Source: an optimization exercise on an open RTL-to-GDS flow (aim: small area, a short achievable clock period and few clock cycles). Production flows keep margins and buffers that such runs may drop. Only simulation tests tie the RTL to the original design; equivalence was not proved. Power and IR drop assume default switching activity.

==> design/flow/design.v <==
package llc_pkg;
    localparam int LLC_WAYS      = 4;
    localparam int LLC_SETS      = 16;
    localparam int LLC_SET_BITS  = 4;
    localparam int LLC_TAG_BITS  = 8;
    localparam int LLC_WAY_BITS  = 2;
    localparam int LLC_LINE_BITS = 32;
    typedef logic [LLC_TAG_BITS+LLC_SET_BITS-1:0] line_addr_t;
    typedef logic [LLC_SET_BITS-1:0]              llc_set_t;
    typedef logic [LLC_TAG_BITS-1:0]              llc_tag_t;
    typedef logic [LLC_WAY_BITS-1:0]              llc_way_t;
    typedef logic [LLC_LINE_BITS-1:0]             line_t;
    typedef logic [LLC_WAYS-1:0]                  way_mask_t;
    typedef struct packed {
        logic       write;
        line_addr_t addr;
        line_t      data;
    } cpu_req_t;
    typedef struct packed {
        line_t data;
    } cpu_rsp_t;
    typedef struct packed {
        logic       write;
        line_addr_t addr;
        line_t      data;
    } mem_req_t;
    typedef struct packed {
        line_t data;
    } mem_rsp_t;
    typedef struct packed {
        logic     hit;
        llc_way_t hit_way;
        llc_way_t victim_way;
        logic     victim_valid;
        logic     victim_dirty;
        llc_tag_t victim_tag;
    } tag_result_t;
    typedef enum logic [2:0] {
        IDLE,
        LOOKUP,
        PROCESS,
        WRITEBACK,
        FILL_REQ,
        FILL_WAIT,
        RESPOND
    } llc_state_e;
endpackage
`timescale 1ns/1ps
module llc_core (
    input  logic              clk,
    input  logic              rst,
    input  logic              cpu_req_valid_i,
    output logic              cpu_req_ready_o,
    input  llc_pkg::cpu_req_t cpu_req_i,
    output logic              cpu_rsp_valid_o,
    input  logic              cpu_rsp_ready_i,
    output llc_pkg::cpu_rsp_t cpu_rsp_o,
    output logic              mem_req_valid_o,
    input  logic              mem_req_ready_i,
    output llc_pkg::mem_req_t mem_req_o,
    input  logic              mem_rsp_valid_i,
    output logic              mem_rsp_ready_o,
    input  llc_pkg::mem_rsp_t mem_rsp_i
);
    localparam int W = llc_pkg::LLC_WAYS;
    localparam int S = llc_pkg::LLC_SETS;
    logic [W-1:0]           valid_q [S];
    logic [W-1:0]           dirty_q [S];
    llc_pkg::llc_way_t      ptr_q   [S];
    llc_pkg::llc_tag_t      tag_q   [S][W];
    llc_pkg::line_t         data_q  [S][W];
    logic                   busy_q;
    logic                   wr_q;
    llc_pkg::llc_set_t      set_q;
    llc_pkg::llc_tag_t      rtag_q;
    llc_pkg::llc_tag_t      vtag_q;
    llc_pkg::llc_way_t      way_q;
    logic                   st_q;       
    logic                   rsp_valid_q;
    llc_pkg::line_t         rsp_q;      
    logic                   mreq_q;
    logic                   wb_q;
    llc_pkg::line_t         mdata_q;
    logic                   fill_q;
    logic                   wr;
    llc_pkg::llc_set_t      set;
    llc_pkg::llc_tag_t      tag;
    llc_pkg::line_t         wdata;
    llc_pkg::llc_way_t      ptr;
    logic [W-1:0]           ptr_oh;
    logic [W-1:0]           hit_oh;
    logic                   hit;
    logic [W-1:0]           sel_oh;
    llc_pkg::line_t         way_data [W];
    llc_pkg::line_t         sel_data;
    logic                   vvalid;
    logic                   vdirty;
    llc_pkg::llc_tag_t      vtag;
    logic                   fill_now;
    logic                   rsp_fire;
    logic                   acc;
    logic                   lwe;        
    llc_pkg::line_t         lwdata;
    assign wr    = cpu_req_i.write;
    assign set   = cpu_req_i.addr[llc_pkg::LLC_SET_BITS-1:0];
    assign tag   = cpu_req_i.addr[llc_pkg::LLC_SET_BITS +: llc_pkg::LLC_TAG_BITS];
    assign wdata = cpu_req_i.data;
    assign fill_now        = fill_q && mem_rsp_valid_i;
    assign cpu_rsp_valid_o = rsp_valid_q || fill_now;
    assign cpu_rsp_o.data  = (fill_q && !wr_q) ? mem_rsp_i.data : rsp_q;
    assign rsp_fire        = cpu_rsp_valid_o && cpu_rsp_ready_i;
    assign cpu_req_ready_o = !busy_q || rsp_fire;
    assign acc             = cpu_req_valid_i && cpu_req_ready_o;
    assign mem_req_valid_o = mreq_q;
    assign mem_req_o.write = wb_q;
    assign mem_req_o.addr  = {(wb_q ? vtag_q : rtag_q), set_q};
    assign mem_req_o.data  = mdata_q;
    assign mem_rsp_ready_o = fill_q;
    assign lwe    = st_q || fill_now;
    assign lwdata = (fill_q && !wr_q) ? mem_rsp_i.data : rsp_q;
    assign ptr = ptr_q[set];
    always_comb begin
        for (int w = 0; w < W; w++) begin
            ptr_oh[w] = (ptr == llc_pkg::llc_way_t'(w));
            hit_oh[w] = valid_q[set][w] && (tag_q[set][w] == tag);
            if (lwe && set_q == set && way_q == llc_pkg::llc_way_t'(w))
                way_data[w] = lwdata;
            else
                way_data[w] = data_q[set][w];
        end
    end
    assign hit    = |hit_oh;
    assign sel_oh = hit ? hit_oh : ptr_oh;
    always_comb begin
        sel_data = '0;
        for (int w = 0; w < W; w++)
            sel_data = sel_data | (way_data[w] & {llc_pkg::LLC_LINE_BITS{sel_oh[w]}});
    end
    assign vvalid = valid_q[set][ptr];
    assign vdirty = dirty_q[set][ptr];
    assign vtag   = tag_q[set][ptr];
    always_ff @(posedge clk or negedge rst) begin
        if (!rst) begin
            for (int s = 0; s < S; s++) begin
                valid_q[s] <= '0;
                dirty_q[s] <= '0;
                ptr_q[s]   <= '0;
            end
            busy_q      <= 1'b0;
            st_q        <= 1'b0;
            rsp_valid_q <= 1'b0;
            mreq_q      <= 1'b0;
            wb_q        <= 1'b0;
            fill_q      <= 1'b0;
        end else begin
            st_q <= 1'b0;
            if (rsp_fire) begin
                busy_q      <= 1'b0;
                rsp_valid_q <= 1'b0;
            end
            if (fill_now) begin
                fill_q <= 1'b0;
                if (!cpu_rsp_ready_i) rsp_valid_q <= 1'b1;
            end
            if (mreq_q && mem_req_ready_i) begin
                if (wb_q) begin
                    wb_q <= 1'b0;
                end else begin
                    mreq_q <= 1'b0;
                    fill_q <= 1'b1;
                end
            end
            if (acc) begin
                busy_q <= 1'b1;
                if (hit) begin
                    rsp_valid_q <= 1'b1;
                    if (wr) begin
                        st_q <= 1'b1;
                        dirty_q[set] <= dirty_q[set] | hit_oh;
                        if (hit_oh[ptr]) ptr_q[set] <= ptr + 2'd1;
                    end
                end else begin
                    mreq_q         <= 1'b1;
                    wb_q           <= vvalid && vdirty;
                    valid_q[set]   <= valid_q[set] | ptr_oh;
                    dirty_q[set]   <= wr ? (dirty_q[set] | ptr_oh) : (dirty_q[set] & ~ptr_oh);
                    ptr_q[set]     <= ptr + 2'd1;
                end
            end
        end
    end
    always_ff @(posedge clk) begin
        if (acc) begin
            wr_q    <= wr;
            set_q   <= set;
            rtag_q  <= tag;
            vtag_q  <= vtag;
            way_q   <= hit ? (hit_oh[3] ? 2'd3 : hit_oh[2] ? 2'd2 : hit_oh[1] ? 2'd1 : 2'd0) : ptr;
            rsp_q   <= (wr || !hit) ? wdata : sel_data;
            if (!hit) begin
                mdata_q <= sel_data;
                tag_q[set][ptr] <= tag;
            end
        end else if (fill_now && !cpu_rsp_ready_i) begin
            rsp_q <= lwdata;
        end
        if (lwe) data_q[set_q][way_q] <= lwdata;
    end
endmodule
==> design/flow/run.sh <==
#!/bin/bash
# synth_recipe.tcl (not shown) runs the flow's synth.tcl, then flattens the netlist and writes it again
# the make line also repeats each setting of config.mk as NAME=value (left out here)
make -C /OpenROAD-flow-scripts/flow DESIGN_CONFIG=/design/flow/config.mk WORK_HOME=/design/flow/orfs CLKGATE_MAP_FILE= SYNTH_SCRIPT=/design/flow/synth_recipe.tcl finish
==> design/flow/config.mk <==
export PLATFORM = sky130hd
export DESIGN_NAME = llc_core
export DESIGN_NICKNAME = llc_core
export VERILOG_FILES = /design/flow/design.v
export SDC_FILE = /design/flow/constraint.sdc
export NUM_CORES = 4
export LEC_CHECK = 0
export CAP_MARGIN = 20
export CORE_MARGIN = 2
export CORE_UTILIZATION = 40
export SLEW_MARGIN = 20
==> design/flow/constraint.sdc <==
create_clock -name core_clock -period 6.5 [get_ports {clk}]
set_input_delay 1.3000 -clock core_clock [delete_from_list [all_inputs] [get_ports {clk}]]
set_output_delay 1.3000 -clock core_clock [all_outputs]
set_load 0.01 [all_outputs]
==> summary.txt <==
worst max-delay path by stage:
| stage | start | end | slack (ns) | depth (start not counted) |
|---|---|---|---|---|
| after global placement | cpu_req_i[32] | rsp_q[29] | 0.06 | 14 |
| after global routing | cpu_req_i[32] | rsp_q[29] | 0.75 | 14 |
| final | cpu_req_i[32] | rsp_q[29] | 0.82 | 15 |
| after CTS | cpu_req_i[32] | rsp_q[29] | 0.93 | 14 |
| after detailed placement | cpu_req_i[32] | rsp_q[29] | 0.05 | 14 |
| after floorplan | cpu_req_i[35] | tag_q[17][0] | 0.61 | 16 |
power by group:
group | switching (mW) | leakage (nW) | internal (mW) | total (mW)
Sequential | 0.340 | 26.0 | 21.1 | 21.5
Clock | 7.14 | 4.60 | 9.55 | 16.7
Combinational | 3.97 | 13.2 | 1.77 | 5.74
critical path, stage by stage:
cell and delay [ns]:
sky130_fd_sc_hd__buf_8 0.37, sky130_fd_sc_hd__buf_12 0.31, sky130_fd_sc_hd__buf_4 0.24, sky130_fd_sc_hd__mux4_2 0.56, sky130_fd_sc_hd__mux2i_1 0.24, sky130_fd_sc_hd__xnor2_1 0.12
sky130_fd_sc_hd__nor4b_1 0.70, sky130_fd_sc_hd__buf_4 0.22, sky130_fd_sc_hd__o21a_1 0.16, sky130_fd_sc_hd__nand4_1 0.45, sky130_fd_sc_hd__and4_2 0.46, sky130_fd_sc_hd__buf_4 0.29
sky130_fd_sc_hd__a21boi_0 0.25, sky130_fd_sc_hd__o2111ai_1 0.21, sky130_fd_sc_hd__o31a_1 0.28
cell usage in the layout (no fill, tap or decap), drive strengths merged, types with 10 or more instances in the layout:
| cell type | count |
|---|---|
| nand4 | 25 |
| and3 | 23 |
| o32ai | 10 |
| mux2 | 100 |
| nor2b | 18 |
| xor2 | 16 |
| a211oi | 27 |
| nand3 | 61 |
| mux2i | 160 |
| clkbuf | 378 |
| nand2b | 14 |
| a31oi | 12 |
| nand2 | 351 |
| a22oi | 203 |
| buf | 453 |
| a22o | 28 |
| o31a | 32 |
| clkdlybuf4s50 | 150 |
| xnor2 | 18 |
| nor2 | 408 |
| dfrtp | 166 |
| o22ai | 27 |
| bufinv | 20 |
| nor3 | 72 |
| a221oi | 40 |
| o211ai | 10 |
| edfxtp | 2647 |
| o21ai | 177 |
| clkinv | 110 |
| nor4 | 19 |
| inv | 58 |
| nand4b | 33 |
| a221o | 10 |
| nand3b | 10 |
| mux4 | 726 |
| a21oi | 240 |
metal layers:
layer	vias to the layer above	track usage	part of all wire
met3	841	0.0488	0.091
met2	4019	0.412	0.48
li1	26800	-	-
met1	35700	0.338	0.38
met5	-	0	0.00012
met4	10	0.125	0.055
sequential cells by signal (all words and copies together) (netlist names), 2 cells and up:
| signal | flops |
|---|---|
| data_q | 2048 |
| dirty_q | 64 |
| mdata_q | 32 |
| ptr_q | 32 |
| rsp_q | 32 |
| rtag_q | 8 |
| set_q | 4 |
| tag_q | 512 |
| valid_q | 64 |
| vtag_q | 8 |
| way_q | 2 |
synthesized netlist by cell type, types with 33 or more instances:
cell type,number,share of area
sky130_fd_sc_hd__mux2_2,75,0.0073
sky130_fd_sc_hd__buf_2,106,0.0046
sky130_fd_sc_hd__nand3_1,60,0.0026
sky130_fd_sc_hd__o21ai_0,161,0.0069
sky130_fd_sc_hd__nor3_1,67,0.0029
sky130_fd_sc_hd__mux4_2,725,0.14
sky130_fd_sc_hd__nand4b_1,33,0.0025
sky130_fd_sc_hd__nor2_1,407,0.013
sky130_fd_sc_hd__inv_1,44,0.0014
sky130_fd_sc_hd__buf_1,37,0.0012
sky130_fd_sc_hd__clkbuf_1,230,0.0074
sky130_fd_sc_hd__a22oi_1,201,0.013
sky130_fd_sc_hd__edfxtp_1,2647,0.68
sky130_fd_sc_hd__dfrtp_1,166,0.036
sky130_fd_sc_hd__mux2i_1,160,0.014
sky130_fd_sc_hd__a21oi_1,240,0.010
sky130_fd_sc_hd__nand2_1,351,0.011
sky130_fd_sc_hd__a221oi_1,38,0.0029
area by class of cell:
cell class | count | share of cell area
repair buffers | 603 | 0.0409
diodes | 9 | 0.000167
flip-flops and latches | 2813 | 0.621
clock buffers | 378 | 0.0594
inverters | 47 | 0.00139
well taps | 3880 | 0.0360
multi-input cells | 2999 | 0.231
clock inverters | 147 | 0.0104
logic make-up after synthesis:
logic type / after synthesis
and+or+nand+nor: 1079
DFF: 2813
AOI/OAI and AO/OA: 896
xor gates and xnor gates: 34
buffers and inverters: 466
muxes: 986
adders and majority gates: 4
==> impl_metrics.py <==
metrics = {
    "run_status": {
        "run_status": "finished clean",
    },
    "critical_path": {
        "worstRegToRegCells": 12,
        "worst_r2r_dst": "rsp_q[29]",
        "crit_path_end_kind": "register",
        "worst_case_register_to_register_setup_slack_ns": 1.68,
        "critPathMaxFanout": 42,
        "worst_ep_arrival_time_ns": 6.28,
        "worst-setup-path-type": "input pin to register",
        "source_of_the_worst_register_to_register_timing_path": "tag_q[46][4]",
        "data_required_time_of_the_critical_path_ns": 7.10,
        "critical_path.startpoint_type": "input pin",
    },
    "clock_tree": {
        "ctsHtreeMaxLevel": 5,
        "clock_insertion_delay_worst_skew_ns": 0.91,
        "cts_hold_buffers": 0,
        "number_of_post_cts_setup_repair_buffers": 0,
        "clk_pin_slew_ns": 0.06,
        "numCtsBuffers": 301,
        "cts.sink_count": 2813,
        "cts.path.max_buffers": 4,
        "root_buffer": "sky130_fd_sc_hd__clkbuf_16",
        "post_cts.resized_instances": 0,
        "tritoncts": "done",
    },
    "synth": {
        "avgSynthCellArea_um2": 18.5,
        "synth_compound_area_frac": 0.0516,
        "synth_top_family_by_area": "multiplexers",
        "synth_flop_cell": "sky130_fd_sc_hd__edfxtp_1",
        "synth.yosys.warnings": 5,
        "post_synth_num_cell_types": 96,
        "syn-cell-area_mm2": 0.116,
        "ys_ff_latch": 2813,
        "syn-num-nets": 6365,
        "synth.mux.area_fraction": 0.164,
        "synth_xor_xnor_area_share": 0.00256,
        "synthArstFlopShare": 0.0590,
        "share_of_synthesized_cell_area_in_and_or_nand_and_nor_gates": 0.0427,
        "synth_enable_flop_cells": 2647,
        "syn-instance-count": 6278,
        "yosys.area_share.adder": 0.000431,
        "sequential_element_share_of_the_synthesized_area": 0.720,
    },
    "route": {
        "route.vias.total": 67300,
        "remaining_antenna_violation_count_after_routing": 0,
        "detail_route.vias_per_cell": 6.19,
        "total_wirelength_of_the_detailed_routed_design_um": 383000,
        "post_dr_wirelength_cell_um": 35.3,
        "dr.first_iter.drc_count": 9852,
        "drc": 0,
        "drt_first_pass_iters": 8,
    },
    "layout": {
        "drive_gt1_frac": 0.265,
        "area_growth_pct": 15.9,
        "final_nets": 6852,
        "seq_area_mm2": 0.0836,
        "finish.utilization": 0.467,
        "fin_area_mm2": 0.135,
        "instances_no_fill": 10900,
        "num-fill-cells": 24300,
        "multi_input_area_mm2": 0.0311,
    },
    "sta": {
        "fmax_ghz": 0.176,
        "postLayoutSetupSlackWorst_ns": 0.823,
        "setup_viol": 0,
        "timing.clock.skew_ns": 0.103,
        "hold_viol_final": 0,
        "maxSlewViolCount": 0,
        "fin_worst_hold_slack_ns": 0.480,
        "timing.final.crit_share": 0.873,
        "timing.max_slew.rel_slack": 0.194,
        "worst_slew_pin_slew_ns": 1.20,
        "rsz0062_at_grt": "no",
        "fin_setup_tns_ns": 0,
        "min_period_ns": 5.68,
    },
    "global_route": {
        "antenna_violations_before_repair": 18,
        "grt_first_pass_wirelength_um": 532000,
        "globalRoute.totalOverflow": 0,
        "grt_start_max_net_pins": 137,
        "number_of_global_route_vias_before_repair": 66300,
        "gr-usage-all-layers": 0.257,
    },
    "die": {
        "die-width_um": 543,
        "die-height_um": 543,
        "area_of_the_core_mm2": 0.289,
        "rows": 197,
        "start_util": 0.403,
        "io_pins": 164,
        "floorplan.die_area_mm2": 0.295,
    },
    "place": {
        "dp.cells": 10300,
        "pre_cts_ws_ns": 0.0483,
        "finalWeightedCongestion": 0.963,
        "dp_hpwl_um": 245000,
        "detailed_place.area_mm2": 0.125,
        "buffer_ports.inserted": 163,
    },
    "min_path": {
        "whs_path_cells": 2,
        "worst_hold_startpoint": "valid_q[6][2]",
        "worstHoldEndpoint": "valid_q[6][2]",
        "hold_path_class": "register to register",
    },
    "power_and_ir_drop": {
        "cellLeakagePower_nw": 43.8,
        "power_density_mw_per_mm2": 326,
        "ir_worst_vdd_v": 0.000250,
        "total_power_mw": 43.9,
    },
    "run": {
        "maxCapViolations": 0,
    },
}
Testbench counts, summed over its fixed seeds: cycles 31,143.

## port drivers added, routing unchanged
How much do the figures lean on ideal ports? The routed layout below was timed once more, with nothing changed but the port constraints. Step 1, drivers: a clkbuf_16 drives clk and a buf_2 each remaining input, both assumed. Step 2, shift: input delay + t, output delay - t, t = (earliest + latest rising clock arrival at the registers) / 2. This alone moves slack from input paths to output paths. a / b / c = ideal / step 1 / step 2; a / b = the first two.
t (ns): 0.958
setup WS [ns]: 0.823 / 0.826 / -0.132
worst setup path after step 2: input to register
latest minus earliest clock arrival (ns): 0.105 / 0.105
Met with ideal ports but missed after step 2: setup timing in this run. For this run, drivers alone change the setup slack by +0.003 ns; drivers and shift together by -0.955 ns.
